This design comes from an exercise in tuning for small area, a short achievable clock period and few clock cycles on the open sky130 flow, not from production work.
The RTL was checked by simulation tests, not by an equivalence proof against the original design.
No activity file was given, so power comes from the tool's default toggle rates.

## flow/run.sh

```bash
#!/bin/bash
# Standard layout, with timing repair aiming at 6 ns below the clock period.
set -euo pipefail
bash standard.sh SETUP_SLACK_MARGIN=6 finish > standard_flow.log 2>&1
```

## standard.sh

```bash
#!/bin/bash
# synth_recipe.tcl (not shown) runs the flow's synth.tcl, then flattens the netlist and writes it again
# the make line also repeats each setting of config.mk as NAME=value (left out here)
make -C /OpenROAD-flow-scripts/flow DESIGN_CONFIG=/design/flow/config.mk WORK_HOME=/design/flow/orfs CLKGATE_MAP_FILE= SYNTH_SCRIPT=/design/flow/synth_recipe.tcl "${@:-finish}"
```

## config.mk

```make
export PLATFORM = sky130hd
export DESIGN_NAME = mm2s_cmd_gen
export DESIGN_NICKNAME = mm2s_cmd_gen
export VERILOG_FILES = /design/flow/design.v
export SDC_FILE = /design/flow/constraint.sdc
export NUM_CORES = 4
export LEC_CHECK = 0
export CAP_MARGIN = 20
export CORE_MARGIN = 2
export CORE_UTILIZATION = 40
export CTS_BUF_LIST = sky130_fd_sc_hd__clkbuf_8
export CTS_CLUSTER_DIAMETER = 50
export CTS_CLUSTER_SIZE = 12
export PLACE_DENSITY = 0.9
export SLEW_MARGIN = 20
```

## constraint.sdc

```tcl
create_clock -name core_clock -period 11.0 [get_ports {clk}]
set_input_delay 2.2000 -clock core_clock [delete_from_list [all_inputs] [get_ports {clk}]]
set_output_delay 2.2000 -clock core_clock [all_outputs]
set_load 0.01 [all_outputs]
```

## design.v

```verilog
package agna_mm2s_pkg;
  localparam int INSTR_VAR_BIT = 63;
  localparam int PTYPE_LSB     = 60;
  localparam int P_IH_LSB      = 47;    
  localparam int P_IW_LSB      = 38;    
  localparam int P_C_LSB       = 18;    
  localparam int P_IWIH_LSB    = 32;    
  localparam int P_EOM_BIT     = 58;
  localparam int V_EOL_BIT     = 60;
  localparam int V_STC_LSB     = 48;    
  localparam int V_STH_LSB     = 29;    
  localparam int V_STW_LSB     = 20;    
  localparam logic [2:0] PT_TILE  = 3'b000;
  localparam logic [2:0] PT_LAYER = 3'b001;
  localparam logic [2:0] PT_IWIH  = 3'b011;
  localparam logic [2:0] PT_BADDR = 3'b111;
  localparam int CMD_BTT_W     = 23;
  localparam int CMD_TYPE_BIT  = 23;
  localparam int CMD_EOF_BIT   = 30;
  localparam int CMD_SADDR_LSB = 32;
  localparam int CMD_TAG_LSB   = 72;
  localparam logic [3:0] TAG_EOM  = 4'b1111;
  localparam logic [3:0] TAG_LAST = 4'b1100;
  localparam logic [3:0] TAG_NONE = 4'b0000;
  localparam logic [1:0] MODE_ROW   = 2'b00;
  localparam logic [1:0] MODE_CHAN  = 2'b01;
  localparam logic [1:0] MODE_WHOLE = 2'b11;
  localparam logic [2:0] S_IDLE = 3'd0;
  localparam logic [2:0] S_C0   = 3'd1;
  localparam logic [2:0] S_C1   = 3'd2;
  localparam logic [2:0] S_C2   = 3'd3;
  localparam logic [2:0] S_GEN  = 3'd4;
endpackage
module mm2s_tile_geom
#(
  parameter int W  = 16,    
  parameter int TW = 10     
) (
  input  logic [15:0]   s,
  input  logic [TW-1:0] t,
  input  logic [W-1:0]  l,
  output logic          empty,
  output logic [TW-1:0] r,
  output logic          full
);
  logic [W:0] d;
  logic       s_hi, t_lt_d;
  if (W < 16) begin : g_narrow
    assign s_hi = (s[15:W] != '0);
  end else begin : g_wide
    assign s_hi = 1'b0;
  end
  assign d      = {1'b0, l} - {1'b0, s[W-1:0]};
  assign empty  = s_hi || d[W] || (d[W-1:0] == '0);
  if (W > TW) begin : g_dwide
    assign t_lt_d = (d[W-1:TW] != '0) || (t < d[TW-1:0]);
  end else begin : g_dnarrow
    assign t_lt_d = (t < d[TW-1:0]);
  end
  assign r      = t_lt_d ? t : d[TW-1:0];
  assign full   = (s == 16'd0) && !t_lt_d;
endmodule
import agna_mm2s_pkg::*;
module mm2s_cmd_gen
#(
  parameter int CORE_INSTR_WIDTH = 64,
  parameter int CORE_CMD_WIDTH   = 80
) (
  input  logic                        clk,
  input  logic                        rst_n,
  input  logic [CORE_INSTR_WIDTH-1:0] s_axis_mm2s_instr_tdata,
  input  logic                        s_axis_mm2s_instr_tvalid,
  output logic                        s_axis_mm2s_instr_tready,
  output logic [CORE_CMD_WIDTH-1:0]   m_axis_mm2s_cmd_tdata,
  output logic                        m_axis_mm2s_cmd_tvalid,
  input  logic                        m_axis_mm2s_cmd_tready
);
  localparam logic [3:0] E_IDLE = 4'd0;
  localparam logic [3:0] E_PC   = 4'd1;    
  localparam logic [3:0] E_PW   = 4'd2;    
  localparam logic [3:0] E_PH   = 4'd3;    
  localparam logic [3:0] E_BUB  = 4'd4;    
  localparam logic [3:0] E_E    = 4'd5;    
  localparam logic [3:0] E_D    = 4'd6;    
  localparam logic [3:0] E_D2   = 4'd7;    
  localparam logic [3:0] E_WT   = 4'd8;    
  localparam logic [3:0] E_F1   = 4'd9;    
  localparam logic [3:0] E_F    = 4'd10;   
  wire [63:0] instr = s_axis_mm2s_instr_tdata;
  logic [8:0]  tile_ih_q, tile_iw_q, layer_ih_q, layer_iw_q;
  logic [9:0]  tile_c_q;
  logic [15:0] layer_c_q;
  logic [17:0] layer_iwih_q;
  logic [31:0] fin_baddr_q;
  logic        eom_q;
  logic [3:0]  est_q, est_d;
  logic [1:0]  dg_q, dg_d;      
  logic [15:0] sc_q;           
  logic [8:0]  sw_q, sh_q;     
  logic [9:0]  rc_q;
  logic [8:0]  rh_q, rw_q;
  logic        eol_q, emp_q, wfull_q, hfull_q;
  logic        need_w_q, need_h_q, prev_c_q, prev_w_q, prev_h_q;
  logic [31:0] acc_q;
  logic [17:0] x_q, x_d;
  logic [5:0]  y_q, y_d;
  logic        a1_acc_q, a1_acc6_q, a1_eb6_q, a2_fin_q, a2_sw_q, a2_niw_q;
  logic        a1_acc_d, a1_acc6_d, a1_eb6_d, a2_fin_d, a2_sw_d, a2_niw_d;
  logic        tready_q;
  logic        w_valid_q, w_last_q, w_tl_q;
  logic [31:0] w_addr_q;
  logic [18:0] w_delta_q;
  logic [22:0] w_btt_q;
  logic [8:0]  w_hlen_q, w_hrem_q, w_iw_q;
  logic [9:0]  w_crem_q;
  logic        instr_hs, var_hs, ho, adv, wrap;
  logic [31:0] mac, mac_a1, mac_a2, w_sum;
  logic        whole, chan;
  logic        cl_any;
  logic [15:0] cl_l;
  logic [9:0]  cl_t, cl_r;
  logic        cl_e, cl_f;
  logic [8:0]  sw_cur, sh_cur;
  logic [15:0] sc_cur;
  logic        zc_e, zw_e, zh_e, zw_f, zh_f, zc_unused;
  logic [9:0]  zc_r;
  logic [8:0]  zw_r, zh_r;
  function automatic logic [1:0] top_dig(input logic [15:0] v);
    top_dig = (v[15:12] != 4'd0) ? 2'd2 : (v[11:6] != 6'd0) ? 2'd1 : 2'd0;
  endfunction
  function automatic logic [5:0] dig(input logic [15:0] v, input logic [1:0] k);
    dig = (k == 2'd2) ? {2'b0, v[15:12]} : (k == 2'd1) ? v[11:6] : v[5:0];
  endfunction
  assign whole = wfull_q && hfull_q;
  assign chan  = wfull_q && !hfull_q;
  assign s_axis_mm2s_instr_tready = tready_q;
  assign instr_hs = s_axis_mm2s_instr_tvalid && tready_q;
  assign var_hs   = instr_hs && instr[INSTR_VAR_BIT];
  assign adv = w_valid_q && m_axis_mm2s_cmd_tready;
  assign ho  = (est_q == E_F) && !emp_q &&
               (!w_valid_q || (m_axis_mm2s_cmd_tready && w_last_q));
  assign mac_a1 = a1_acc_q  ? acc_q :
                  a1_acc6_q ? {acc_q[25:0], 6'b0} :
                  a1_eb6_q  ? 32'({sh_q[0], sc_q, 6'b0}) : 32'd0;
  assign mac_a2 = a2_fin_q ? fin_baddr_q : a2_sw_q ? 32'(sw_q) :
                  a2_niw_q ? {14'h3fff, ~layer_iwih_q} : 32'd0;
  assign mac    = mac_a1 + mac_a2 + 32'(x_q) * 32'(y_q);
  assign cl_any = prev_c_q || prev_w_q || prev_h_q;
  always_comb begin
    if (prev_c_q)      begin cl_t = tile_c_q;       cl_l = layer_c_q;       end
    else if (prev_w_q) begin cl_t = 10'(tile_iw_q); cl_l = 16'(layer_iw_q); end
    else               begin cl_t = 10'(tile_ih_q); cl_l = 16'(layer_ih_q); end
  end
  mm2s_tile_geom u_clip (
    .s (acc_q[15:0]), .t (cl_t), .l (cl_l), .empty (cl_e), .r (cl_r), .full (cl_f));
  mm2s_tile_geom u_zclip_c (
    .s (16'd0), .t (tile_c_q), .l (layer_c_q), .empty (zc_e), .r (zc_r), .full (zc_unused));
  mm2s_tile_geom #(.W(9), .TW(9)) u_zclip_w (
    .s (16'd0), .t (tile_iw_q), .l (layer_iw_q), .empty (zw_e), .r (zw_r), .full (zw_f));
  mm2s_tile_geom #(.W(9), .TW(9)) u_zclip_h (
    .s (16'd0), .t (tile_ih_q), .l (layer_ih_q), .empty (zh_e), .r (zh_r), .full (zh_f));
  assign sc_cur    = prev_c_q ? acc_q[15:0] : sc_q;
  assign sw_cur    = prev_w_q ? acc_q[8:0] : sw_q;
  assign sh_cur    = prev_h_q ? acc_q[8:0] : sh_q;
  always_comb begin
    logic        to_e, to_f, to_pw, to_ph;
    logic [15:0] fv;
    est_d      = est_q;
    dg_d       = 2'd0;
    x_d        = x_q;
    y_d        = y_q;
    a1_acc_d   = 1'b0;
    a1_acc6_d  = 1'b0;
    a1_eb6_d   = 1'b0;
    a2_fin_d   = 1'b0;
    a2_sw_d    = 1'b0;
    a2_niw_d   = 1'b0;
    to_e       = 1'b0;
    to_f       = 1'b0;
    to_pw      = 1'b0;
    to_ph      = 1'b0;
    fv         = '0;
    case (est_q)
      E_IDLE: ;
      E_PC: begin
        if (dg_q != 2'd0) begin
          dg_d = dg_q - 2'd1; y_d = dig(sc_q, dg_q - 2'd1); a1_acc6_d = 1'b1;
        end else if (need_w_q) to_pw = 1'b1;
        else if (need_h_q)     to_ph = 1'b1;
        else                   est_d = E_BUB;
      end
      E_PW: begin
        if (dg_q != 2'd0) begin
          dg_d = dg_q - 2'd1; y_d = dig(16'(sw_q), dg_q - 2'd1); a1_acc6_d = 1'b1;
        end else if (need_h_q) to_ph = 1'b1;
        else                   to_e = 1'b1;
      end
      E_PH: begin
        if (dg_q != 2'd0) begin
          dg_d = dg_q - 2'd1; y_d = dig(16'(sh_q), dg_q - 2'd1); a1_acc6_d = 1'b1;
        end else to_e = 1'b1;
      end
      E_BUB: to_e = 1'b1;
      E_E: begin
        if (dg_q != 2'd0) begin
          dg_d = dg_q - 2'd1; y_d = dig(sc_q, dg_q - 2'd1); a1_acc6_d = 1'b1;
          a2_fin_d = (dg_q == 2'd1);
        end else if ((sw_cur != 9'd0) || (sh_cur != 9'd0)) begin
          est_d = E_D;
          x_d = 18'(layer_iw_q); y_d = sh_cur[5:0];
          a1_acc_d = 1'b1; a2_sw_d = 1'b1;
        end else to_f = 1'b1;
      end
      E_D: begin
        if (sh_q[8:6] != 3'd0) begin
          est_d = E_D2;
          x_d = {3'b0, layer_iw_q, 6'b0}; y_d = {3'b0, sh_q[8:6]};
          a1_acc_d = 1'b1;
        end else to_f = 1'b1;
      end
      E_D2: to_f = 1'b1;
      E_WT: to_f = 1'b1;
      E_F1: begin
        est_d = E_F;
        fv = whole ? 16'(rc_q) : chan ? 16'(rh_q) : 16'(rh_q - 9'd1);
        y_d = fv[5:0]; a1_eb6_d = 1'b1; a2_niw_d = !wfull_q;
      end
      E_F: begin
        if (ho || emp_q) est_d = E_IDLE;
        a1_eb6_d = a1_eb6_q;      
        a2_niw_d = a2_niw_q;
      end
      default: est_d = E_IDLE;
    endcase
    if (to_pw) begin
      est_d = E_PW; x_d = 18'(tile_iw_q);
      dg_d = top_dig(16'(sw_q)); y_d = dig(16'(sw_q), top_dig(16'(sw_q)));
    end
    if (to_ph) begin
      est_d = E_PH; x_d = 18'(tile_ih_q);
      dg_d = top_dig(16'(sh_q)); y_d = dig(16'(sh_q), top_dig(16'(sh_q)));
    end
    if (to_e) begin
      est_d = E_E; x_d = layer_iwih_q;
      dg_d = top_dig(sc_cur); y_d = dig(sc_cur, top_dig(sc_cur));
      a2_fin_d = (top_dig(sc_cur) == 2'd0);
    end
    if (to_f) begin
      if (cl_any) est_d = E_WT;
      else begin
        if (whole)     begin x_d = layer_iwih_q;     fv = 16'(rc_q); end
        else if (chan) begin x_d = 18'(layer_iw_q); fv = 16'(rh_q); end
        else           begin x_d = 18'(layer_iw_q); fv = 16'(rh_q - 9'd1); end
        if (fv[11:6] != 6'd0) begin
          est_d = E_F1; y_d = fv[11:6];
        end else begin
          est_d = E_F; y_d = fv[5:0]; a2_niw_d = !wfull_q;
        end
      end
    end
    if (var_hs) begin
      a1_eb6_d = 1'b0;
      a2_niw_d = 1'b0;
      if (instr[V_STC_LSB +: 10] != 10'd0) begin
        est_d = E_PC; x_d = 18'(tile_c_q);
        dg_d = top_dig(16'(instr[V_STC_LSB +: 10]));
        y_d = dig(16'(instr[V_STC_LSB +: 10]), top_dig(16'(instr[V_STC_LSB +: 10])));
      end else if (instr[V_STW_LSB +: 9] != 9'd0) begin
        est_d = E_PW; x_d = 18'(tile_iw_q);
        dg_d = top_dig(16'(instr[V_STW_LSB +: 9]));
        y_d = dig(16'(instr[V_STW_LSB +: 9]), top_dig(16'(instr[V_STW_LSB +: 9])));
      end else if (instr[V_STH_LSB +: 9] != 9'd0) begin
        est_d = E_PH; x_d = 18'(tile_ih_q);
        dg_d = top_dig(16'(instr[V_STH_LSB +: 9]));
        y_d = dig(16'(instr[V_STH_LSB +: 9]), top_dig(16'(instr[V_STH_LSB +: 9])));
      end else begin
        est_d = E_E; x_d = layer_iwih_q; y_d = '0; dg_d = 2'd0; a2_fin_d = 1'b1;
      end
    end
  end
  always_ff @(posedge clk) begin
    if (instr_hs && !instr[INSTR_VAR_BIT]) begin
      case (instr[PTYPE_LSB +: 3])
        PT_TILE: begin
          tile_ih_q <= instr[P_IH_LSB +: 9];
          tile_iw_q <= instr[P_IW_LSB +: 9];
          tile_c_q  <= instr[P_C_LSB +: 10];
        end
        PT_LAYER: begin
          layer_ih_q <= instr[P_IH_LSB +: 9];
          layer_iw_q <= instr[P_IW_LSB +: 9];
          layer_c_q  <= instr[P_C_LSB +: 16];
        end
        PT_IWIH:  layer_iwih_q <= instr[P_IWIH_LSB +: 18];
        PT_BADDR: begin
          eom_q       <= instr[P_EOM_BIT];
          fin_baddr_q <= instr[31:0];
        end
        default: ;
      endcase
    end
    if (est_q == E_PC || est_q == E_PW || est_q == E_PH || est_q == E_E ||
        est_q == E_D || est_q == E_D2) acc_q <= mac;
    dg_q       <= dg_d;
    x_q        <= x_d;
    y_q        <= y_d;
    a1_acc_q   <= a1_acc_d;
    a1_acc6_q  <= a1_acc6_d;
    a1_eb6_q   <= a1_eb6_d;
    a2_fin_q   <= a2_fin_d;
    a2_sw_q    <= a2_sw_d;
    a2_niw_q   <= a2_niw_d;
    prev_c_q   <= (est_q == E_PC) && (dg_q == 2'd0);
    prev_w_q   <= (est_q == E_PW) && (dg_q == 2'd0);
    prev_h_q   <= (est_q == E_PH) && (dg_q == 2'd0);
    if (prev_c_q) sc_q <= acc_q[15:0];
    if (est_q == E_F1) sc_q <= mac[15:0];
    if (prev_w_q) sw_q <= acc_q[8:0];
    if (prev_h_q) sh_q <= acc_q[8:0];
    if (est_q == E_F1) sh_q[0] <= mac[16];
    if (prev_c_q) rc_q <= cl_r;
    if (prev_w_q) begin rw_q <= cl_r[8:0]; wfull_q <= cl_f; end
    if (prev_h_q) begin rh_q <= cl_r[8:0]; hfull_q <= cl_f; end
    emp_q <= emp_q || (cl_any && cl_e);
    if (var_hs) begin
      sc_q     <= {6'b0, instr[V_STC_LSB +: 10]};
      sw_q     <= instr[V_STW_LSB +: 9];
      sh_q     <= instr[V_STH_LSB +: 9];
      eol_q    <= instr[V_EOL_BIT];
      need_w_q <= (instr[V_STW_LSB +: 9] != 9'd0);
      need_h_q <= (instr[V_STH_LSB +: 9] != 9'd0);
      rc_q     <= zc_r;
      rw_q     <= zw_r;
      wfull_q  <= zw_f;
      rh_q     <= zh_r;
      hfull_q  <= zh_f;
      emp_q    <= ((instr[V_STC_LSB +: 10] == 10'd0) && zc_e) ||
                  ((instr[V_STW_LSB +: 9] == 9'd0) && zw_e) ||
                  ((instr[V_STH_LSB +: 9] == 9'd0) && zh_e);
    end
    if (!rst_n) begin
      est_q    <= E_IDLE;
      tready_q <= 1'b1;
    end else begin
      est_q    <= est_d;
      tready_q <= (est_d == E_IDLE) ||
                  ((est_d == E_F) && !emp_q && !(ho || (w_valid_q && !(adv && w_last_q))));
    end
  end
  assign wrap  = (w_hrem_q == 9'd1);
  assign w_sum = w_addr_q + (wrap ? {{13{w_delta_q[18]}}, w_delta_q} : 32'(w_iw_q));
  always_ff @(posedge clk) begin
    if (ho) begin
      w_addr_q  <= acc_q;
      w_btt_q   <= wfull_q ? mac[22:0] : 23'(rw_q);
      w_delta_q <= chan ? 19'(layer_iwih_q) : ~mac[18:0];
      w_hlen_q  <= wfull_q ? 9'd1 : rh_q;
      w_hrem_q  <= wfull_q ? 9'd1 : rh_q;
      w_crem_q  <= whole ? 10'd1 : rc_q;
      w_last_q  <= whole || ((rc_q == 10'd1) && (chan || (rh_q == 9'd1)));
      w_tl_q    <= eol_q && eom_q;
      w_iw_q    <= layer_iw_q;
    end else if (adv) begin
      w_addr_q <= w_sum;
      if (wrap) begin
        w_hrem_q  <= w_hlen_q;
        w_crem_q  <= w_crem_q - 10'd1;
        w_last_q  <= (w_crem_q == 10'd2) && (w_hlen_q == 9'd1);
      end else begin
        w_hrem_q  <= w_hrem_q - 9'd1;
        w_last_q  <= (w_crem_q == 10'd1) && (w_hrem_q == 9'd2);
      end
    end
    if (!rst_n) w_valid_q <= 1'b0;
    else if (ho) w_valid_q <= 1'b1;
    else if (adv && w_last_q) w_valid_q <= 1'b0;
  end
  assign m_axis_mm2s_cmd_tvalid = w_valid_q;
  always_comb begin
    m_axis_mm2s_cmd_tdata = '0;
    m_axis_mm2s_cmd_tdata[CMD_BTT_W-1:0]       = w_btt_q;
    m_axis_mm2s_cmd_tdata[CMD_TYPE_BIT]        = 1'b1;
    m_axis_mm2s_cmd_tdata[CMD_EOF_BIT]         = 1'b1;
    m_axis_mm2s_cmd_tdata[CMD_SADDR_LSB +: 32] = w_addr_q;
    m_axis_mm2s_cmd_tdata[CMD_TAG_LSB +: 4]    = {w_last_q, w_last_q,
                                                  w_last_q && w_tl_q, w_last_q && w_tl_q};
  end
endmodule
```

==> results of run 1 <==
kinds of logic after synthesis:
| logic type | synth area share [%] |
|---|---|
| muxes | 4.57 |
| other | 0.0280 |
| xor gates and xnor gates | 2.61 |
| adders and majority gates | 15.3 |
| buffers and inverters | 6.00 |
| AOI/OAI and AO/OA | 16.9 |
| DFF | 38.6 |
| and+or+nand+nor | 15.9 |
cell usage in the layout (no fill, tap or decap), types with 42 or more instances in the layout:
master	count
dfxtp_1	49
clkbuf_8	46
fa_1	107
inv_1	229
nand2_1	269
nor2_1	200
a21oi_1	194
o21ai_0	183
edfxtp_1	300
nor3_1	43
and2_1	122
ha_1	135
mux2i_1	96
clkdlybuf4s50_1	127
xnor2_1	42
buf_4	87
area by class of cell:
type,instances,area (sq um)
sequential,367,10400
multi-input combinational,2094,15700
antenna,2,5.00
timing repair buffer,238,2320
tap,864,1080
clock buffer,46,633
clock inverter,37,367
fill,5840,34700
inverter,227,858
metal layers:
metal	vias to the layer above	GRT usage, %	part of all wire (%)
met5	-	0	0.062
met1	11379	35.5	36
met3	485	7.19	14
li1	10341	-	-
met4	10	16.1	7.7
met2	1885	40.8	42
state kept, by name, indices dropped and copies added, names as in the netlist, 10 cells and up:
| register | count |
|---|---|
| layer_c_q | 16 |
| layer_iwih_q | 18 |
| tile_c_q | 10 |
| x_q | 18 |
| rc_q | 10 |
| fin_baddr_q | 32 |
| acc_q | 32 |
| w_btt_q | 23 |
| w_crem_q | 10 |
| w_delta_q | 19 |
| w_addr_q | 32 |
| sc_q | 16 |
worst reg2reg max path, cell delays in order, from the launching register on:
cell and delay [ns]:
dfxtp_4 0.45, buf_12 0.17, buf_4 0.11, nand2_1 0.07, fa_1 0.45, fa_1 0.50, inv_1 0.05, ha_1 0.28
inv_1 0.05, fa_1 0.48, inv_1 0.07, ha_1 0.33, a211oi_2 0.32, o21ai_2 0.14, a41oi_2 0.28, buf_6 0.15
nor3_4 0.05, o31a_1 0.34, nor4_4 0.30, o41ai_2 0.11, a21oi_1 0.17, xnor2_1 0.08
metrics by stage:
| stage | setup slack, ns | hold WS [ns] | total power [mW] | std cells |
|---|---|---|---|---|
| finish | 5.80 | 0.531 | 9.92 | 3875 |
| global route | 5.68 | 0.560 | 10.3 | 3874 |
| CTS | 5.94 | 0.524 | 8.81 | 3822 |
| detailed placement | 5.16 | 0.512 | 7.39 | 3712 |
| global placement | 5.21 | 0.490 | 7.33 | 3712 |
| floorplan | 6.00 | 0.462 | 5.49 | 2837 |
report_power, final:
group,internal (mW),leakage (nW),total (mW),switching (mW)
Combinational,2.31,8.76,6.40,4.09
Sequential,1.99,3.29,2.40,0.403
Clock,0.548,0.546,1.13,0.577
Total,4.85,12.6,9.92,5.07
timing repair:
item / 4_1_cts / 5_1_grt
pin swaps: 20 / 43
setup endpoints to repair: 111 / 89
gates resized for setup: 102 / 121
gates cloned: 1 / 6
endpoints found under the hold margin: 0 / 0
buffers inserted: 26 / 45
how the worst max path moves through the flow:
stage | start | end | depth (start not counted)
global route | y_q[0]$_DFF_P_ | acc_q[31]$_DFFE_PP_ | 21
global placement | s_axis_mm2s_instr_tdata[50] | y_q[1]$_DFF_P_ | 7
detailed placement | y_q[2]$_DFF_P_ | acc_q[31]$_DFFE_PP_ | 18
finish | y_q[0]$_DFF_P_ | acc_q[31]$_DFFE_PP_ | 21
floorplan | y_q[2]$_DFF_P_ | acc_q[31]$_DFFE_PP_ | 19
CTS | y_q[0]$_DFF_P_ | acc_q[31]$_DFFE_PP_ | 18
==> metrics.md, run 1 <==
| Metric | Value |
|---|---|
| I/O pin count | `150` |
| Area after DPL | `about 29000 sq um` |
| Count of input and output buffers | `approximately 130` |
| Status | `complete, no violations` |
| Leakage | `about 13 nW` |
| H-Tree Depth | `2` |
| CTS root buf | `clkbuf_8` |
| RSZ-0062 raised after global routing | `true` |
| Die ar. | `roughly 69000 sq um` |
| Hold depth | `2` |
| First-pass DRT Iterations | `8` |
| Layout cells sized above 1 | `12.3%` |
| Area leader, netlist | `edfxtp_1` |
| Slowest cell on crit path | `fa_1` |
| Synth cell types | `84` |
| Die width | `around 260 microns` |
| Die height | `approximately 260 microns` |
| Seq cells post-synth | `roughly 370` |
| Routability Congestion | `1.07` |
| TNS Setup | `0 ns` |
| Clk sinks | `roughly 370` |
| Reg-to-reg slack, setup | `between 5 and 6 ns` |
| TritonCTS Buffers | `45` |
| Via Count | `~24000` |
| First-pass GRT wire length | `~140000 microns` |
| Main synth FF type | `edfxtp_1` |
| Post-Syn Instances | `roughly 2800` |
| Clock Path Buffers | `3` |
| Area Growth Syn to Fin | `17.1%` |
| CP required | `roughly 11 ns` |
| Nets | `roughly 3300` |
| Max VDD drop | `about 440 uV` |
| Fin. max-slew vios | `0` |
| Relative slew margins | `under 10%` |
| Mapped Area | `about 27000 sq um` |
| Setup violators final | `0` |
| Synth top area share | `between 30% and 40%` |
| Final min period | `around 5.2 ns` |
| Worst-path fanout max | `8` |
| Hpwl dp | `slightly above 70000 microns` |
| DRC | `0` |
| Drt initial violations | `around 3800` |
| Critical path's top delay family | `adder cells` |
| Total power divided by cell area | `approximately 320 nW/um^2` |
| Max incr delay on CP | `about 0.50 ns` |
| Max cap viols | `0` |
| Most frequent cell after synthesis | `edfxtp_1` |
| Final instance area | `~31000 sq um` |
| ANT nets after route | `0` |
| Element type at the critical path end | `flip-flop` |
| Vias per cell | `~6.2` |
| YS warnings | `1` |
| Buffer and inverter count on the worst path | `6` |
| Final core occ | `47.5%` |
| Fin crit share | `47.3%` |
| Hold EP | `a1_eb6_q$_SDFFE_PP0P_` |
| CTS Hold Buffers Added | `0` |
| Reg2Reg Depth | `21` |
| Hold Startpoint | `a1_eb6_q$_SDFFE_PP0P_` |
| GRT Residual Overflow | `0` |
| WL final | `about 100000 microns` |
| Total global-route track usage | `about 27%` |
| CTS tree | `done` |
| Avg Inst Size Synth | `around 9.5 sq um` |
| Final hold viol count | `0` |
| Number of synthesized flops with an enable pin | `300` |
| Setup Crit Path Kind | `reg2reg` |
| RR Endpoint | `acc_q[31]$_DFFE_PP_` |
| FF-to-FF Start | `y_q[0]$_DFF_P_` |
| Synth area leaders | `edfxtp_1 34%, fa_1 8.3%, ha_1 7.0%, dfxtp_1 5.0%, a21oi_1 4.2%` |
| Worst Setup Start Kind | `flip-flop` |
| Critical path data arrival time | `approximately 5.6 ns` |
| Wirelength per Cell | `25.7 microns` |
| Clock latency on the worst-skew pair | `around 0.68 ns` |
| Clk_skew | `roughly 0.037 ns` |
| Worst Hold Class | `reg2reg` |
| Synth top cells by count | `300 x edfxtp_1, 277 x nand2_1, 225 x a21oi_1` |
| Initial antenna violation count | `8` |
| Vias in the first global route | `around 23000` |
| FMAX | `between 150 and 200 MHz` |
| Least-Margin Pin Slew | `~1.5 ns` |
| Row cnt | `94` |
| Effective utilization at floorplan | `40.5%` |
| Seq/Total Area, Yosys | `~39%` |
| Placeable Area | `between 60000 and 70000 sq um` |
| Async set-or-reset flop fraction in the synthesized netlist | `0%` |
| Reg clk slew, reported paths | `0.08 ns` |
| Crit path cell chain | `buf_12 -> buf_4 -> nand2_1 -> fa_1 -> fa_1 -> inv_1 -> ha_1 -> inv_1 -> fa_1 -> inv_1 -> ha_1 -> a211oi_2 -> o21ai_2 -> a41oi_2 -> buf_6 -> nor3_4 -> o31a_1 -> nor4_4 -> o41ai_2 -> a21oi_1 -> xnor2_1` |
| Largest net degree at the start of global routing | `just over 80` |
Testbench counts, summed over its fixed seeds: cycles 12,595.
==> inputs of run 2 (changes only) <==
--- a/config.mk
+++ b/config.mk
@@ -7,2 +7,3 @@
 export LEC_CHECK = 0
+export ABC_AREA = 1
 export CAP_MARGIN = 20
@@ -13,3 +14,3 @@
 export CTS_CLUSTER_SIZE = 12
-export PLACE_DENSITY = 0.9
+export PLACE_DENSITY = 0.8
 export SLEW_MARGIN = 20
==> run 2 against run 1 <==
First-iteration DRC count increased by 2.8%. Flip-flop and latch count unchanged. Non-clock buffer count fell by 62. Highest routed layer unchanged. Final cell count increased by 16%.
==> metrics.md, run 2 <==
| Metric | Value |
|---|---|
| Initial antenna violation count | `13` |
| Post-synthesis simple-gate area fraction | `19.8%` |
| Synth top area share | `between 30% and 40%` |
| Worst setup path start | `acc_q[1]$_DFFE_PP_` |
| Least-Margin Pin Slew | `1.03 ns` |
| Instance count on the critical path | `16` |
| TNS Setup | `0 ns` |
| Final hold viol count | `0` |
| Most frequent cells in the layout | `765 x nand2_1, 578 x inv_1, 300 x edfxtp_1` |
| Reg2Reg Depth | `16` |
| Post-synthesis compound-gate area fraction | `around 15%` |
| RR Endpoint | `w_btt_q[20]$_SDFFCE_PN0P_` |
| Fillers | `about 6700` |
| Die ar. | `71100 sq um` |
| H-Tree Depth | `2` |
| Worst Setup Start Kind | `flip-flop` |
| I/O pin count | `150` |
| Placeable Area | `just under 70000 sq um` |
| Clk_skew | `~0.026 ns` |
| Crit path cell chain | `inv_1 -> o221ai_2 -> fa_1 -> fa_1 -> inv_1 -> fa_1 -> inv_1 -> ha_1 -> a21o_1 -> a21oi_2 -> o21ai_1 -> a21oi_2 -> o21bai_2 -> a21oi_2 -> xor2_2 -> nor2_1` |
| Worst-path fanout max | `7` |
| Routability Congestion | `about 1.0` |
| Die height | `between 200 and 300 microns` |
| FMAX | `roughly 200 MHz` |
| CP required | `11.42 ns` |
| Drt initial violations | `around 3900` |
| Nets | `3895` |
| Area after DPL | `about 30000 sq um` |
| WL final | `about 110000 microns` |
| Synth cell types | `62` |
| Final instance area | `~32000 sq um` |
| Critical path data arrival time | `roughly 5.4 ns` |
| Largest registers | `acc_q (32), fin_baddr_q (32), w_addr_q (32)` |
| YS warnings | `1` |
| CTS root buf | `clkbuf_8` |
| First-pass GRT wire length | `between 150000 and 200000 microns` |
| Layout cells sized above 1 | `under 10%` |
| Seq/Total Area, Yosys | `37.5%` |
| Final min period | `between 4 and 5 ns` |
| First-pass DRT Iterations | `7` |
| Most frequent cell after synthesis | `nand2_1` |
| Number of synthesized flops with an enable pin | `300` |
| Clock Path Buffers | `3` |
| Slowest cell on crit path | `fa_1` |
| FF-to-FF Start | `acc_q[1]$_DFFE_PP_` |
| Setup Crit Path Kind | `reg2reg` |
| GRT Residual Overflow | `0` |
| Main synth FF type | `edfxtp_1` |
| Hpwl dp | `slightly above 80000 microns` |
| Largest family of logic cells by synthesized area | `simple AND/OR/NAND/NOR gates` |
| Async set-or-reset flop fraction in the synthesized netlist | `0%` |
| Element type at the critical path end | `flip-flop` |
| Leakage | `approximately 14 nW` |
| Final core occ | `a little under half` |
| Reg-to-reg slack, setup | `about 6 ns` |
| Synth Area in Adders | `between 10 and 15%` |
| Clk sinks | `367` |
| Hold Startpoint | `a1_eb6_q$_SDFFE_PP0P_` |
| Synth area leaders | `edfxtp_1 33%, nand2_1 10%, fa_1 8.0%, inv_1 7.8%, ha_1 6.8%` |
| Reg clk slew, reported paths | `~0.090 ns` |
| Area leader, netlist | `edfxtp_1` |
| Worst Hold Class | `reg2reg` |
| Largest net degree at the start of global routing | `64` |
| Relative slew margins | `between 30 and 40%` |
| Max VDD drop | `~250 uV` |
| Count of input and output buffers | `127` |
| Mapped Area | `roughly 28000 sq um` |
| Total global-route track usage | `between 20% and 30%` |
| Avg Inst Size Synth | `8.00 sq um` |
| Vias per cell | `5.73` |
| ANT nets after route | `0` |
| Area Growth Syn to Fin | `14.2%` |
| XOR/XNOR Fraction of Synth Area | `under 10%` |
| Max cap viols | `0` |
| Fin crit share | `45.2%` |
| Die width | `267 microns` |
| Setup violators final | `0` |
| Wirelength per Cell | `approximately 24 microns` |
| Hold EP | `a1_eb6_q$_SDFFE_PP0P_` |
| Hold depth | `2` |
| Mux contribution to synthesized area | `0%` |
| Via Count | `around 26000` |
| Most common cell after layout, fill and taps aside | `nand2_1` |
| Seq cells post-synth | `367` |
| DRC | `0` |
| Total power divided by cell area | `around 280 nW/um^2` |
| Clock latency on the worst-skew pair | `0.69 ns` |
| Post-Syn Instances | `between 3000 and 4000` |
| CTS tree | `done` |
| RSZ-0062 raised after global routing | `true` |
| TritonCTS Buffers | `50` |
| Effective utilization at floorplan | `about two fifths` |
| Buffer and inverter count on the worst path | `3` |
| Synth top cells by count | `771 x nand2_1, 575 x inv_1, 300 x edfxtp_1` |
| Status | `complete, no violations` |
| Fin. max-slew vios | `0` |
| Max incr delay on CP | `between 0.5 and 0.6 ns` |
| Vias in the first global route | `24207` |
| Critical path's top delay family | `adder cells` |
| Row cnt | `between 90 and 100` |
## run 2: changes by cell type after synthesis, sizes merged, moves of 30 or more
cell / change
nand2: +499
a21o: -30
nand3: +139
and3: -33
a211oi: -33
clkbuf: -33
mux2i: -104
inv: +367
o21ai: +124
nand2b: -31
and2: -120
## run 2: logic make-up (layout without fill, tap and decap cells)
| group | after synthesis | after routing |
|---|---|---|
| fa+ha+maj | 262 | 262 |
| xor+xnor | 62 | 62 |
| other cells | 2 | 26 |
| compound gates | 737 | 737 |
| simple gates | 1289 | 1289 |
| buf+inv | 733 | 867 |
| flops | 367 | 367 |
## run 2: worst max path at each step
stage	end
after floorplan	acc_q[26]$_DFFE_PP_
after global placement	w_btt_q[19]$_SDFFCE_PN0P_
after detailed placement	w_btt_q[19]$_SDFFCE_PN0P_
after CTS	acc_q[31]$_DFFE_PP_
after global routing	acc_q[26]$_DFFE_PP_
final	w_btt_q[20]$_SDFFCE_PN0P_
## run 2: area by class of cell
class / count / area, sq um / area share [%]
Inverter: 596 / 2270 / 7.19
Sequential cell: 367 / 10400 / 32.9
Antenna cell: 5 / 12.5 / 0.0397
Timing Repair Buffer: 176 / 1780 / 5.63
Multi-Input combinational cell: 2371 / 14900 / 47.2
Timing Repair inverter: 3 / 21.3 / 0.0675
Tap cell: 882 / 1100 / 3.50
Clock buffer: 54 / 743 / 2.36
Clock inverter: 38 / 343 / 1.09
## run 2: through the flow
stage | hold slack, ns | instances | power, mW | worst slack [ns]
2_1_floorplan | 0.426 | 3471 | 5.32 | 6.06
3_3_place_gp | 0.454 | 4374 | 7.12 | 4.84
3_5_place_dp | 0.467 | 4374 | 7.16 | 4.76
4_1_cts | 0.482 | 4473 | 8.44 | 6.01
5_1_grt | 0.512 | 4488 | 9.41 | 5.91
6_report | 0.490 | 4492 | 8.92 | 6.02
## run 2: worst register-to-register path: stages, from the launching register on
cell and delay (ns):
edfxtp_1 0.49, inv_1 0.52, o221ai_2 0.26, fa_1 0.53, fa_1 0.55, inv_1 0.05
fa_1 0.47, inv_1 0.04, ha_1 0.33, a21o_1 0.21, a21oi_2 0.13, o21ai_1 0.12
a21oi_2 0.35, o21bai_2 0.14, a21oi_2 0.22, xor2_2 0.22, nor2_1 0.07
## run 2: repair_timing
item,CTS,global route
setup endpoints to repair,94,71
gates cloned,2,4
hold buffers,0,0
setup buffers,5,10
resized for setup,55,66
pin swaps,3,11
## run 2: where the power goes
group          internal, mW  switching (mW)
Clock                 0.551           0.625
Sequential             1.95           0.292
Combinational          1.63            3.87
Total                  4.14            4.78
## run 2: per-layer routing
layer  part of all wire, %  vias to the layer above  GRT usage (%)  routed length (microns)
met5                 0.045                        -              0                       48
met4                   6.2                        8           14.1                     6640
met3                    12                      367           6.73                    12400
met2                    42                     1602           44.1                    45000
met1                    40                    12074           39.3                    42700
li1                      -                    11689              -                        -
==> inputs of run 3 (changes only) <==
--- a/config.mk
+++ b/config.mk
@@ -7,3 +7,2 @@
 export LEC_CHECK = 0
-export ABC_AREA = 1
 export CAP_MARGIN = 20
==> run 3 against run 2 <==
Total power up 6.9%. Flip-flop and latch count stayed put. Combinational power increased by 11%. Register-to-register slack lost 0.04 ns. Global-route usage decreased by 2.8 points. Largest cell class unchanged. Highest routed layer unchanged.
==> metrics.md, run 3 <==
| Metric | Value |
|---|---|
| Post-Place Setup Slack | `between 5 and 6 ns` |
| TNS Setup | `0 ns` |
| Clock Path Buffers | `3` |
| Worst-path fanout max | `10` |
| Multi-input gate area | `15700 sq um` |
| Status | `complete, no violations` |
| Hold depth | `2` |
| Wirelength per Cell | `24.9 microns` |
| Routability Congestion | `a little over 1` |
| Die width | `between 200 and 300 microns` |
| Fillers | `between 6000 and 7000` |
| Total global-route track usage | `26.4%` |
| Main synth FF type | `edfxtp_1` |
| Slowest cell on crit path | `fa_1` |
| Max VDD drop | `553 uV` |
| DRC | `0` |
| Die height | `263 microns` |
| Setup ws final | `5.99 ns` |
| Seq cells post-synth | `approximately 370` |
| Via Count | `~23000` |
| Reg clk slew, reported paths | `approximately 0.090 ns` |
| Nets | `between 3000 and 4000` |
| Seq/Total Area, Yosys | `between 30% and 40%` |
| Vias per cell | `just over 6` |
| CP most frequent cell | `fa_1` |
| Final core occ | `a little under half` |
| Max incr delay on CP | `roughly 0.52 ns` |
| Clock latency on the worst-skew pair | `between 0.6 and 0.7 ns` |
| TritonCTS Buffers | `between 40 and 50` |
| Effective utilization at floorplan | `roughly 40%` |
| Area after DPL | `approximately 29000 sq um` |
| Reg2Reg Depth | `18` |
| Fin. max-slew vios | `0` |
| YS warnings | `1` |
| Largest registers | `acc_q (32), fin_baddr_q (32), w_addr_q (32)` |
| Synth area leaders | `edfxtp_1 34%, fa_1 8.3%, ha_1 7.0%, dfxtp_1 5.0%, a21oi_1 4.2%` |
| Initial antenna violation count | `6` |
| Hold Startpoint | `a1_eb6_q$_SDFFE_PP0P_` |
| Element type at the critical path end | `flip-flop` |
| Register Area | `approximately 10000 sq um` |
| Total power divided by cell area | `approximately 310 nW/um^2` |
| Synth top area share | `between 30% and 40%` |
| CTS Hold Buffers Added | `0` |
| First-pass GRT wire length | `roughly 140000 microns` |
| Max cap viols | `0` |
| Fin crit share | `a little under half` |
| Mapped Area | `between 20000 and 30000 sq um` |
| Number of synthesized flops with an enable pin | `300` |
| Crit path cell chain | `buf_12 -> and2_4 -> fa_1 -> fa_1 -> fa_1 -> inv_1 -> fa_1 -> inv_2 -> ha_4 -> a21o_1 -> a21o_1 -> a21o_1 -> and4_1 -> or4_4 -> o21ai_4 -> nand2b_1 -> a211oi_2 -> nor2_1` |
| WL final | `about 96000 microns` |
| Critical path data arrival time | `about 5.5 ns` |
| Worst Hold Class | `reg2reg` |
| RR Endpoint | `acc_q[28]$_DFFE_PP_` |
| Avg Inst Size Synth | `about 9.5 sq um` |
| I/O pin count | `150` |
| Reg-to-reg slack, setup | `~6.0 ns` |
| Final min period | `around 5 ns` |
| Vias in the first global route | `22221` |
| Layout cells sized above 1 | `about 11%` |
| Post-Syn Instances | `between 2000 and 3000` |
| Clk sinks | `367` |
| H-Tree Depth | `2` |
| Buffer and inverter count on the worst path | `3` |
| Die ar. | `between 60000 and 70000 sq um` |
| Count of input and output buffers | `127` |
| Final instance area | `a little over 30000 sq um` |
| Setup violators final | `0` |
| Leakage | `12.4 nW` |
| CTS root buf | `clkbuf_8` |
| ANT nets after route | `0` |
| Clk_skew | `about 0.045 ns` |
| Row cnt | `94` |
| Most frequent cell after synthesis | `edfxtp_1` |
| Least-Margin Pin Slew | `about 1.0 ns` |
| Setup Crit Path Kind | `reg2reg` |
| Hpwl dp | `between 70000 and 80000 microns` |
| Synth top cells by count | `300 x edfxtp_1, 277 x nand2_1, 225 x a21oi_1` |
| Relative slew margins | `29.9%` |
| Most common cell after layout, fill and taps aside | `edfxtp_1` |
| Synth cell types | `84` |
| Final hold viol count | `0` |
| FMAX | `about 200 MHz` |
| CP required | `approximately 11 ns` |
| Hold EP | `a1_eb6_q$_SDFFE_PP0P_` |
| CTS tree | `done` |
| Most frequent cells in the layout | `300 x edfxtp_1, 275 x nand2_1, 234 x inv_1` |
| Largest net degree at the start of global routing | `79` |
| Async set-or-reset flop fraction in the synthesized netlist | `0%` |
| RSZ-0062 raised after global routing | `true` |
| FF-to-FF Start | `y_q[1]$_DFF_P_` |
| GRT Residual Overflow | `0` |
| Critical path's top delay family | `adder cells` |
| Drt initial violations | `3436` |
| Area leader, netlist | `edfxtp_1` |
| Worst Setup Start Kind | `flip-flop` |
| Area Growth Syn to Fin | `15.6%` |
| First-pass DRT Iterations | `7` |
| Placeable Area | `66100 sq um` |
run 3: cell types whose count changed in the layout (fill, tap and decap cells not counted), moves of 29 or more:
cell,before,now
nand3_1,171,35
mux2i_1,0,96
nand2_1,765,275
a21o_1,8,37
inv_1,578,234
o21ai_0,277,188
and2_1,4,119
o21ai_1,53,8
run 3: area by class of cell:
class | count | area share, %
multi-input cells | 2092 | 50.6
flip-flops and latches | 367 | 33.5
repair buffers | 205 | 6.61
well taps | 864 | 3.49
inverters | 227 | 2.76
clock buffers | 48 | 2.13
clock inverters | 31 | 0.868
diodes | 6 | 0.0484
run 3: worst max-delay path by stage:
stage               slack, ns                         to  cells after the start            startpoint
global route             5.83    w_delta_q[17]$_DFFE_PP_                     18        y_q[0]$_DFF_P_
floorplan                6.00        acc_q[31]$_DFFE_PP_                     19        y_q[2]$_DFF_P_
global placement         5.24        acc_q[31]$_DFFE_PP_                     19  a1_acc6_q$_SDFF_PN0_
detailed placement       5.21  w_btt_q[21]$_SDFFCE_PN0P_                     18        y_q[2]$_DFF_P_
finish                   5.99        acc_q[28]$_DFFE_PP_                     18        y_q[1]$_DFF_P_
CTS                      5.86        acc_q[31]$_DFFE_PP_                     18        y_q[0]$_DFF_P_
run 3: kinds of logic (layout without fill, tap and decap cells):
| logic type | count (synthesis) | after routing | synth area share, % |
|---|---|---|---|
| flops | 367 | 367 | 38.6 |
| simple gates | 878 | 879 | 15.9 |
| mux | 119 | 119 | 4.57 |
| buf+inv | 379 | 511 | 6.00 |
| fa+ha+maj | 262 | 262 | 15.3 |
| other cells | 2 | 27 | 0.0280 |
| xor+xnor | 80 | 80 | 2.61 |
| compound gates | 731 | 731 | 16.9 |
run 3: worst reg2reg max path: cells and delay by family (launching register included):
kind / cells / cell delay [ns]
fa+ha+maj: 5 / 2.24
buf+inv: 3 / 0.25
simple gates: 5 / 0.96
compound gates: 5 / 0.97
flops: 1 / 0.37
run 3: per-stage QoR:
| stage | power [mW] | instances | hold slack, ns |
|---|---|---|---|
| floorplan | 5.49 | 2837 | 0.462 |
| global placement | 7.27 | 3707 | 0.488 |
| detailed placement | 7.33 | 3707 | 0.498 |
| CTS | 8.56 | 3800 | 0.519 |
| global route | 9.94 | 3835 | 0.522 |
| finish | 9.54 | 3840 | 0.502 |
run 3: per-layer routing:
metal	part of all wire (%)	GRT usage [%]	up-vias
met2	42	39.7	1654
met5	0.028	0	-
met4	7.7	16.1	4
met3	13	5.84	437
met1	37	34.7	11043
li1	-	-	10278
run 3: power breakdown:
group	internal [mW]	leakage, nW	switching (mW)
logic	2.20	8.58	3.90
clock network	0.490	0.513	0.567
registers	1.99	3.29	0.393
total	4.68	12.4	4.86
run 3: repair_timing:
item	4_1_cts	5_1_grt
hold endpoints to repair	0	0
setup endpoints to repair	98	98
resized for setup	64	137
buffers inserted	12	30
gates cloned	2	4
pin swaps	6	33
==> inputs of run 4 (changes only) <==
--- a/config.mk
+++ b/config.mk
@@ -7,3 +7,3 @@
 export LEC_CHECK = 0
-export CAP_MARGIN = 20
+export CAP_MARGIN = 5
 export CORE_MARGIN = 2
@@ -13,3 +13,2 @@
 export CTS_CLUSTER_SIZE = 12
-export PLACE_DENSITY = 0.8
-export SLEW_MARGIN = 20
+export SLEW_MARGIN = 5
==> run 4 against run 3 <==
Clock skew increased by 0.0055 ns. Via count is 1.4% lower. Synthesized cell count unchanged. Register-to-register slack worse by 0.09 ns. First-iteration DRC count shrank 18%. Critical endpoint is now acc_q[31]$_DFFE_PP_. Critical path depth rose by 1.
==> metrics.md, run 4 <==
| Metric | Value |
|---|---|
| Die ar. | `~70000 sq um` |
| CTS tree | `done` |
| RR Endpoint | `acc_q[31]$_DFFE_PP_` |
| Initial antenna violation count | `7` |
| CP required | `11.45 ns` |
| Async set-or-reset flop fraction in the synthesized netlist | `0%` |
| Seq/Total Area, Yosys | `between 30% and 40%` |
| Die width | `between 200 and 300 microns` |
| Clock latency on the worst-skew pair | `just over 0.7 ns` |
| Worst-path fanout max | `8` |
| Drt initial violations | `around 2800` |
| Effective utilization at floorplan | `40.5%` |
| Fillers | `approximately 6200` |
| Setup Crit Path Kind | `reg2reg` |
| Max VDD drop | `370 uV` |
| Hold EP | `a1_eb6_q$_SDFFE_PP0P_` |
| RSZ-0062 raised after global routing | `true` |
| Post-Syn Instances | `roughly 2800` |
| Via Count | `~23000` |
| First-pass GRT wire length | `between 150000 and 200000 microns` |
| Hpwl dp | `between 70000 and 80000 microns` |
| H-Tree Depth | `2` |
| Largest net degree at the start of global routing | `between 70 and 80` |
| I/O pin count | `150` |
| XOR/XNOR Fraction of Synth Area | `between 2 and 3%` |
| First-pass DRT Iterations | `8` |
| Synth area leaders | `edfxtp_1 34%, fa_1 8.3%, ha_1 7.0%, dfxtp_1 5.0%, a21oi_1 4.2%` |
| Worst Setup Start Kind | `flip-flop` |
| Hold depth | `2` |
| Setup violators final | `0` |
| Status | `complete, no violations` |
| Layout cells sized above 1 | `between 10% and 20%` |
| Least-Margin Pin Slew | `between 1 and 1.5 ns` |
| Reg clk slew, reported paths | `0.09 ns` |
| Placeable Area | `66100 sq um` |
| Clock Path Buffers | `3` |
| Main synth FF type | `edfxtp_1` |
| YS warnings | `1` |
| Largest registers | `acc_q (32), fin_baddr_q (32), w_addr_q (32)` |
| Nets | `3309` |
| ANT nets after route | `0` |
| GRT Residual Overflow | `0` |
| Clk sinks | `approximately 370` |
| Most frequent cells in the layout | `300 x edfxtp_1, 275 x nand2_1, 229 x inv_1` |
| Hold Startpoint | `a1_eb6_q$_SDFFE_PP0P_` |
| Element type at the critical path end | `flip-flop` |
| Leakage | `around 13 nW` |
| Synth top area share | `between 30% and 40%` |
| Count of input and output buffers | `127` |
| Total global-route track usage | `29.7%` |
| Dpl cells | `3711` |
| Final min period | `5.10 ns` |
| Final hold viol count | `0` |
| Die height | `between 200 and 300 microns` |
| CTS Hold Buffers Added | `0` |
| Fin crit share | `46.4%` |
| Area Growth Syn to Fin | `17.7%` |
| Clk_skew | `0.0505 ns` |
| Total power divided by cell area | `324 nW/um^2` |
| CTS root buf | `clkbuf_8` |
| FF-to-FF Start | `y_q[3]$_DFF_P_` |
| Area leader, netlist | `edfxtp_1` |
| DRC | `0` |
| Mux contribution to synthesized area | `around 4.6%` |
| TritonCTS Buffers | `53` |
| Vias in the first global route | `~22000` |
| Mapped Area | `~27000 sq um` |
| Synth Area in Adders | `between 10% and 20%` |
| Largest family of logic cells by synthesized area | `compound AO/OA/AOI/OAI gates` |
| Most common cell after layout, fill and taps aside | `edfxtp_1` |
| Routability Congestion | `1.01` |
| Post-synthesis simple-gate area fraction | `between 10% and 20%` |
| Most frequent cell after synthesis | `edfxtp_1` |
| Worst Hold Class | `reg2reg` |
| Number of synthesized flops with an enable pin | `300` |
| Wirelength per Cell | `around 27 microns` |
| Post-synthesis compound-gate area fraction | `16.9%` |
| Reg-to-reg slack, setup | `roughly 5.9 ns` |
| Synth cell types | `between 80 and 90` |
| Reg2Reg Depth | `19` |
| Avg Inst Size Synth | `roughly 9.5 sq um` |
| Row cnt | `94` |
| Max cap viols | `0` |
| Synth top cells by count | `300 x edfxtp_1, 277 x nand2_1, 225 x a21oi_1` |
| Vias per cell | `roughly 5.9` |
| WL final | `between 100000 and 150000 microns` |
| FMAX | `between 150 and 200 MHz` |
| Relative slew margins | `around 31%` |
| Critical path data arrival time | `around 5.6 ns` |
| Seq cells post-synth | `around 370` |
| Non-filler cells, final | `between 3000 and 4000` |
| Fin. max-slew vios | `0` |
| Worst setup path start | `y_q[3]$_DFF_P_` |
| TNS Setup | `0 ns` |
run 4: cell counts after synthesis:
No cell type changed its count.
run 4: how the worst max path moves through the flow:
stage / slack [ns] / endpoint / cells after the start
floorplan: 6.00 / acc_q[31]$_DFFE_PP_ / 19
global placement: 5.05 / y_q[1]$_DFF_P_ / 7
detailed placement: 4.99 / acc_q[31]$_DFFE_PP_ / 18
CTS: 5.85 / acc_q[31]$_DFFE_PP_ / 17
global route: 5.78 / acc_q[31]$_DFFE_PP_ / 18
finish: 5.90 / acc_q[31]$_DFFE_PP_ / 19
run 4: worst max-delay path: stages, from the launching register on:
cell and delay, ns:
dfxtp_4 0.41, clkbuf_16 0.18, and2_1 0.16, fa_1 0.56, fa_1 0.44, fa_1 0.51, inv_1 0.06, fa_1 0.49
inv_1 0.08, ha_4 0.30, o21ai_0 0.11, a21oi_2 0.18, a41oi_2 0.15, buf_6 0.16, nor3_4 0.20, o31a_1 0.24
nor4_4 0.06, o41ai_2 0.27, a21oi_1 0.14, xnor2_1 0.14
run 4: kinds of logic after synthesis:
| kind of cell | count (synthesis) |
|---|---|
| flops | 367 |
| xor+xnor | 80 |
| mux | 119 |
| fa+ha+maj | 262 |
| buf+inv | 379 |
| other cells | 2 |
| simple gates | 878 |
| compound gates | 731 |
run 4: per-layer routing:
metal / global-route usage [%] / vias to the layer above / share of wire (%)
met3: 7.14 / 240 / 9.7
li1: - / 10369 / -
met5: 0 / - / 0.011
met1: 41.5 / 11308 / 43
met2: 44.2 / 1162 / 43
met4: 11.8 / 2 / 4.3
run 4: area by class of cell:
| cell class | instances | area, sq um | area share (%) |
|---|---|---|---|
| diodes | 5 | 12.5 | 0.0397 |
| clock inverters | 46 | 384 | 1.22 |
| well taps | 864 | 1080 | 3.43 |
| inverters | 227 | 862 | 2.73 |
| clock buffers | 54 | 743 | 2.36 |
| repair buffers | 238 | 2280 | 7.25 |
| multi-input cells | 2092 | 15800 | 50.0 |
| flip-flops and latches | 367 | 10400 | 33.0 |
run 4: metrics by stage:
| stage | hold slack [ns] | power [mW] | worst slack [ns] | area [sq um] | utilization [%] |
|---|---|---|---|---|---|
| after global placement | 0.526 | 7.57 | 5.05 | 28800 | 43.6 |
| final | 0.538 | 10.2 | 5.90 | 31500 | 47.7 |
| after detailed placement | 0.526 | 7.61 | 4.99 | 28800 | 43.6 |
| after CTS | 0.547 | 9.35 | 5.85 | 30700 | 46.4 |
| after floorplan | 0.462 | 5.49 | 6.00 | 26900 | - |
| after global routing | 0.581 | 10.7 | 5.78 | 31500 | 47.7 |
run 4: report_power, final:
group / internal [mW] / switching [mW] / total, mW
logic: 2.42 / 4.18 / 6.59
registers: 2.00 / 0.411 / 2.41
clock network: 0.547 / 0.655 / 1.20
total: 4.96 / 5.24 / 10.2
run 4: what timing repair did:
| item | CTS | global route |
|---|---|---|
| buffers inserted | 33 | 38 |
| pin swaps | 23 | 26 |
| setup endpoints to repair | 121 | 90 |
| resized for setup | 119 | 108 |
| cloned | 3 | 3 |
==> inputs of run 5 (changes only) <==
--- a/config.mk
+++ b/config.mk
@@ -7,3 +7,3 @@
 export LEC_CHECK = 0
-export CAP_MARGIN = 5
+export CAP_MARGIN = 20
 export CORE_MARGIN = 2
@@ -13,2 +13,4 @@
 export CTS_CLUSTER_SIZE = 12
-export SLEW_MARGIN = 5
+export PLACE_DENSITY = 0.8
+export SLEW_MARGIN = 20
+export TNS_END_PERCENT = 5
==> run 5 against run 4 <==
Combinational power fell by 15%. First-iteration DRC count rose by 7.2%. Critical path depth did not move. Hold slack improved by 0.010 ns. Sequential power barely moved. Flip-flop and latch count did not move. Clock power fell by about 10%. Still clean on timing, DRC and antenna. Area after synthesis did not move. Clock skew fell by 0.017 ns. Maximum frequency fell by 1.2%. Die area did not move.
==> metrics.md, run 5 <==
| Metric | Value |
|---|---|
| Status | `complete, no violations` |
| Leakage | `roughly 12 nW` |
| Least-Margin Pin Slew | `around 1.2 ns` |
| Placeable Area | `about 66000 sq um` |
| Die ar. | `approximately 69000 sq um` |
| Area Growth Syn to Fin | `14.1%` |
| GRT Residual Overflow | `0` |
| Most common cell after layout, fill and taps aside | `edfxtp_1` |
| Max cap viols | `0` |
| TNS Setup | `0 ns` |
| Number of synthesized flops with an enable pin | `300` |
| Comb power frac | `between 60% and 70%` |
| ANT nets after route | `0` |
| H-Tree Depth | `2` |
| Element type at the critical path end | `flip-flop` |
| WL final | `about 95000 microns` |
| Switch Pwr | `~4.7 mW` |
| Relative slew margins | `22.9%` |
| Most frequent cells in the layout | `300 x edfxtp_1, 275 x nand2_1, 234 x inv_1` |
| First-pass GRT wire length | `138000 microns` |
| Post-Syn Instances | `2818` |
| Post-layout total power | `approximately 9.1 mW` |
| CTS tree | `done` |
| Mux contribution to synthesized area | `under 10%` |
| YS warnings | `1` |
| Initial antenna violation count | `7` |
| Clk_skew | `0.0331 ns` |
| Most frequent cell after synthesis | `edfxtp_1` |
| Vias in the first global route | `approximately 22000` |
| Fin crit share | `between 40% and 50%` |
| P_int | `between 4 and 5 mW` |
| CTS Hold Buffers Added | `0` |
| Synth area leaders | `edfxtp_1 34%, fa_1 8.3%, ha_1 7.0%, dfxtp_1 5.0%, a21oi_1 4.2%` |
| Layout cells sized above 1 | `a little under a tenth` |
| RSZ-0062 raised after global routing | `true` |
| Reg clk slew, reported paths | `around 0.09 ns` |
| Die height | `~260 microns` |
| Largest family of logic cells by synthesized area | `compound AO/OA/AOI/OAI gates` |
| Synth Area in Adders | `around 15%` |
| CP required | `11.42 ns` |
| Buffer and inverter count on the worst path | `4` |
| Global Route met2 Usage | `about 40%` |
| Seq cells post-synth | `between 300 and 400` |
| Vias per cell | `between 5 and 6` |
| GR peak layer | `met2` |
| Async set-or-reset flop fraction in the synthesized netlist | `0%` |
| I/O pin count | `150` |
| Seq/Total Area, Yosys | `38.6%` |
| Die width | `around 260 microns` |
| FMAX | `between 150 and 200 MHz` |
| Worst Hold Class | `reg2reg` |
| Clock share of power | `roughly an eighth` |
| CP most frequent cell | `fa_1` |
| Final min period | `5.16 ns` |
| Mapped Area | `roughly 27000 sq um` |
| Nets | `around 3300` |
| CTS root buf | `clkbuf_8` |
| GRT met3 Usage | `under 10%` |
| Final hold viol count | `0` |
| Area after DPL | `28800 sq um` |
| Post-synthesis compound-gate area fraction | `around 17%` |
| Total power divided by cell area | `roughly 300 nW/um^2` |
| Row cnt | `94` |
| Total global-route track usage | `about a quarter` |
| Final core occ | `a little under half` |
| Wirelength per Cell | `around 25 microns` |
| Setup Crit Path Kind | `reg2reg` |
| First-pass DRT Iterations | `6` |
| Critical path's top delay family | `adder cells` |
| Post-synthesis simple-gate area fraction | `about 16%` |
| TritonCTS Buffers | `46` |
| Avg Inst Size Synth | `between 9 and 10 sq um` |
| Largest net degree at the start of global routing | `just under 80` |
| Final instance area | `roughly 31000 sq um` |
| Flop pwr share | `around a quarter` |
| Count of input and output buffers | `around 130` |
| Clock latency on the worst-skew pair | `around 0.68 ns` |
| Area leader, netlist | `edfxtp_1` |
| Largest registers | `acc_q (32), fin_baddr_q (32), w_addr_q (32)` |
| Slowest cell on crit path | `fa_1` |
| Synth cell types | `between 80 and 90` |
| XOR/XNOR Fraction of Synth Area | `about 2.6%` |
| Max VDD drop | `431 uV` |
| Switching Share | `about half` |
| Hpwl dp | `between 70000 and 80000 microns` |
| Main synth FF type | `edfxtp_1` |
| DRC | `0` |
| Synth top cells by count | `300 x edfxtp_1, 277 x nand2_1, 225 x a21oi_1` |
| Setup violators final | `0` |
| Critical path data arrival time | `between 5 and 6 ns` |
| Max incr delay on CP | `about 0.52 ns` |
| Drt initial violations | `just over 3000` |
| Clock Path Buffers | `3` |
| Clk sinks | `between 300 and 400` |
| Crit path cell chain | `clkbuf_16 -> and2_1 -> fa_1 -> inv_1 -> fa_1 -> fa_1 -> fa_1 -> inv_1 -> ha_1 -> o21ai_0 -> o21ai_1 -> a41oi_2 -> buf_4 -> o21ai_2 -> a21o_1 -> a21oi_2 -> o21bai_1 -> xor2_1 -> and2_1` |
| Effective utilization at floorplan | `40.5%` |
| Routing usage on met1 | `a little over a third` |
| Via Count | `23037` |
| Fin. max-slew vios | `0` |
| Synth top area share | `33.6%` |
| Routability Congestion | `roughly 1.1` |
| Worst-path fanout max | `11` |
| Worst Setup Start Kind | `flip-flop` |
[run 5: stage by stage]
step	hold WS, ns	std cells	worst slack (ns)
after floorplan	0.462	2837	5.42
after global placement	0.514	3712	5.06
after detailed placement	0.534	3712	5.02
after CTS	0.553	3803	5.86
after global routing	0.569	3842	5.69
final	0.548	3846	5.84
[run 5: cell type report]
class | instances | area, sq um
fillers | 6147 | 35500
clock inverters | 36 | 299
flip-flops and latches | 367 | 10400
repair buffers | 206 | 1980
diodes | 5 | 12.5
multi-input cells | 2093 | 15300
clock buffers | 48 | 661
inverters | 227 | 855
well taps | 864 | 1080
[run 5: cells by family (layout without fill, tap and decap cells)]
group	count (synthesis)	in the layout
fa+ha+maj	262	262
simple gates	878	880
flops	367	367
other cells	2	26
xor+xnor	80	80
compound gates	731	731
mux	119	119
buf+inv	379	517
[run 5: power by group through the flow]
stage / registers (mW) / clock network (mW) / logic, mW
6_report: 2.40 / 1.08 / 5.59
5_1_grt: 2.40 / 1.14 / 5.93
4_1_cts: 2.37 / 1.09 / 5.11
3_5_place_dp: 2.40 / 0 / 5.00
3_3_place_gp: 2.40 / 0 / 4.99
2_1_floorplan: 2.15 / 0 / 3.31
[run 5: per-layer routing]
layer  vias up  share of wire, %
met3       360                12
met5         -            0.0073
met2      1507                42
met1     10889                39
met4         2               7.2
li1      10279                 -
[run 5: worst reg2reg max path: stages (launching register included)]
cell and delay, ns:
dfxtp_4 0.38, clkbuf_16 0.20, and2_1 0.19, fa_1 0.42
inv_1 0.08, fa_1 0.44, fa_1 0.52, fa_1 0.50
inv_1 0.04, ha_1 0.32, o21ai_0 0.26, o21ai_1 0.14
a41oi_2 0.33, buf_4 0.18, o21ai_2 0.07, a21o_1 0.20
a21oi_2 0.19, o21bai_1 0.10, xor2_1 0.18, and2_1 0.18
[run 5: final timing paths]
kind                         startpoint                   endpoint  slack [ns]  cells past startpoint
setup / recovery         y_q[0]$_DFF_P_  w_btt_q[21]$_SDFFCE_PN0P_        5.84                     19
hold / removal    a1_eb6_q$_SDFFE_PP0P_      a1_eb6_q$_SDFFE_PP0P_        0.55                      2
setup reg to reg         y_q[0]$_DFF_P_  w_btt_q[21]$_SDFFCE_PN0P_        5.84                     19
hold reg to reg   a1_eb6_q$_SDFFE_PP0P_      a1_eb6_q$_SDFFE_PP0P_        0.55                      2
[run 5: timing repair]
action / in CTS / in global routing
setup buffers: 5 / 35
gates resized for setup: 63 / 59
pin swaps: 6 / 15
setup endpoints to repair: 100 / 100
cloned: 2 / 3
==> inputs of run 6 (changes only) <==
==> flow/run.sh (replaced) <==
#!/bin/bash
# Standard layout, with timing repair aiming at 6.2 ns below the clock period.
set -euo pipefail
bash standard.sh SETUP_SLACK_MARGIN=6.2 finish > standard_flow.log 2>&1
--- a/config.mk
+++ b/config.mk
@@ -15,2 +15 @@
 export SLEW_MARGIN = 20
-export TNS_END_PERCENT = 5
==> run 6 against run 5 <==
Sequential share of layout area shrank 1.1 points. Global-route usage increased by 1.0 points. Utilization rose by 1.5 points. Synthesized cell count is the same. First-iteration DRC count rose by 11%. Critical endpoint is now acc_q[31]$_DFFE_PP_. Total power grew 16%. Area after synthesis did not move. Routed wire length increased by 5.2%. Sequential power is essentially flat.
==> metrics.md, run 6 <==
| Metric | Value |
|---|---|
| Status | `complete, no violations` |
| Fillers | `between 5000 and 6000` |
| Reg2Reg Depth | `20` |
| FF-to-FF Start | `y_q[2]$_DFF_P_` |
| Hpwl dp | `~70000 microns` |
| Switch Pwr | `5.33 mW` |
| Synth cell types | `84` |
| Max cap viols | `0` |
| Routed wl met3 | `between 10000 and 15000 microns` |
| Seq cells post-synth | `367` |
| Wl on met1 | `approximately 37000 microns` |
| FMAX | `around 190 MHz` |
| Most common cell after layout, fill and taps aside | `edfxtp_1` |
| XOR/XNOR Fraction of Synth Area | `approximately 2.6%` |
| Initial antenna violation count | `7` |
| Die width | `approximately 260 microns` |
| Effective utilization at floorplan | `a little over 40%` |
| Synth top cells by count | `300 x edfxtp_1, 277 x nand2_1, 225 x a21oi_1` |
| Area leader, netlist | `edfxtp_1` |
| Clk sinks | `around 370` |
| Clock Path Buffers | `3` |
| H-Tree Depth | `2` |
| Fin. max-slew vios | `0` |
| Post-synthesis compound-gate area fraction | `about 17%` |
| Leakage | `12.7 nW` |
| Final min period | `5.19 ns` |
| Worst Setup Start Kind | `flip-flop` |
| Total power divided by cell area | `around 330 nW/um^2` |
| Clk_skew | `~0.039 ns` |
| I/O pin count | `150` |
| Area Growth Syn to Fin | `17.9%` |
| First-pass DRT Iterations | `8` |
| Die ar. | `about 69000 sq um` |
| Setup Crit Path Kind | `reg2reg` |
| Comb power frac | `approximately two thirds` |
| Max layer used | `met5` |
| Most frequent cell after synthesis | `edfxtp_1` |
| GRT Residual Overflow | `0` |
| Switching Share | `between 50 and 60%` |
| Clock share of power | `~10%` |
| Critical path endpoint | `acc_q[31]$_DFFE_PP_` |
| Synth Area in Adders | `15.3%` |
| Number of synthesized flops with an enable pin | `300` |
| Worst setup path start | `y_q[2]$_DFF_P_` |
| Largest family of logic cells by synthesized area | `compound AO/OA/AOI/OAI gates` |
| Most frequent cells in the layout | `300 x edfxtp_1, 273 x nand2_1, 234 x inv_1` |
| Max VDD drop | `between 500 and 600 uV` |
| Seq/Total Area, Yosys | `around two fifths` |
| Wirelength per Cell | `about 26 microns` |
==> run 6: area by class of cell <==
type	count	area [sq um]	share of cell area, %
antenna	3	7.51	0.0238
inverter	227	857	2.71
clock inverter	36	279	0.883
timing repair buffer	245	2410	7.62
tap	864	1080	3.42
multi-input combinational	2093	15900	50.3
sequential	367	10400	32.9
clock buffer	50	688	2.18
==> run 6: worst min path at each step <==
stage / start / cells past startpoint / slack (ns) / to
5_1_grt: a2_niw_q$_SDFF_PP0_ / 2 / 0.58 / a2_niw_q$_SDFF_PP0_
3_3_place_gp: a1_eb6_q$_SDFFE_PP0P_ / 2 / 0.50 / a1_eb6_q$_SDFFE_PP0P_
4_1_cts: a1_eb6_q$_SDFFE_PP0P_ / 2 / 0.55 / a1_eb6_q$_SDFFE_PP0P_
6_report: a1_eb6_q$_SDFFE_PP0P_ / 2 / 0.56 / a1_eb6_q$_SDFFE_PP0P_
2_1_floorplan: layer_iwih_q[10]$_DFFE_PP_ / 2 / 0.46 / x_q[10]$_DFF_P_
3_5_place_dp: a1_eb6_q$_SDFFE_PP0P_ / 2 / 0.51 / a1_eb6_q$_SDFFE_PP0P_
==> run 6: metal layers <==
layer / track usage, % / vias up
li1: - / 10369
met1: 35.2 / 11389
met2: 41.3 / 1798
met3: 8.32 / 467
met4: 16.6 / 2
met5: 0 / -
==> run 6: critical path: stages (launching register included) <==
cell and delay [ns]:
dfxtp_4 0.47, buf_4 0.16, buf_12 0.15, nand2_1 0.11, fa_2 0.42, fa_1 0.50
inv_1 0.05, ha_1 0.28, inv_1 0.05, fa_1 0.48, inv_1 0.07, ha_1 0.32
a211oi_2 0.33, o21ai_2 0.12, a41oi_4 0.34, nor3_4 0.07, o31a_1 0.38, nor4_4 0.27
o41ai_2 0.10, a21oi_1 0.18, xnor2_1 0.08
==> run 6: through the flow <==
| stage | utilization [%] | power [mW] | hold slack (ns) | setup WS, ns |
|---|---|---|---|---|
| floorplan | - | 5.52 | 0.462 | 6.12 |
| global placement | 43.6 | 7.32 | 0.502 | 5.21 |
| detailed placement | 43.6 | 7.34 | 0.514 | 5.10 |
| CTS | 46.8 | 9.26 | 0.548 | 5.99 |
| global route | 47.8 | 10.9 | 0.583 | 5.71 |
| finish | 47.8 | 10.5 | 0.557 | 5.81 |
==> run 6: repair_timing <==
action / 4_1_cts / 5_1_grt
resized for setup: 152 / 97
cloned: 5 / 3
pin swaps: 50 / 40
buffers inserted: 54 / 27
setup endpoints to repair: 138 / 107
==> run 6: logic make-up after synthesis <==
logic type,count (synthesis)
AO/OA/AOI/OAI,731
buffers and inverters,379
multiplexers,119
AND/OR/NAND/NOR,878
other,2
flip-flops,367
adder cells (fa/ha/maj),262
XOR/XNOR,80
==> run 6: power groups by stage <==
stage / clock network, mW / registers, mW / logic [mW]
CTS: 1.09 / 2.33 / 5.84
detailed placement: 0 / 2.38 / 4.96
floorplan: 0 / 2.15 / 3.36
global placement: 0 / 2.38 / 4.94
global route: 1.14 / 2.38 / 7.33
finish: 1.08 / 2.38 / 7.04

Re-timed with assumed drivers on the ports (clkbuf_16 on the clock, buf_2 on other inputs), run 6 has 5.809 ns of setup slack against 5.809 ns with ideal ports, and 5.595 ns once port delays also move by the mid clock arrival of 0.726 ns.
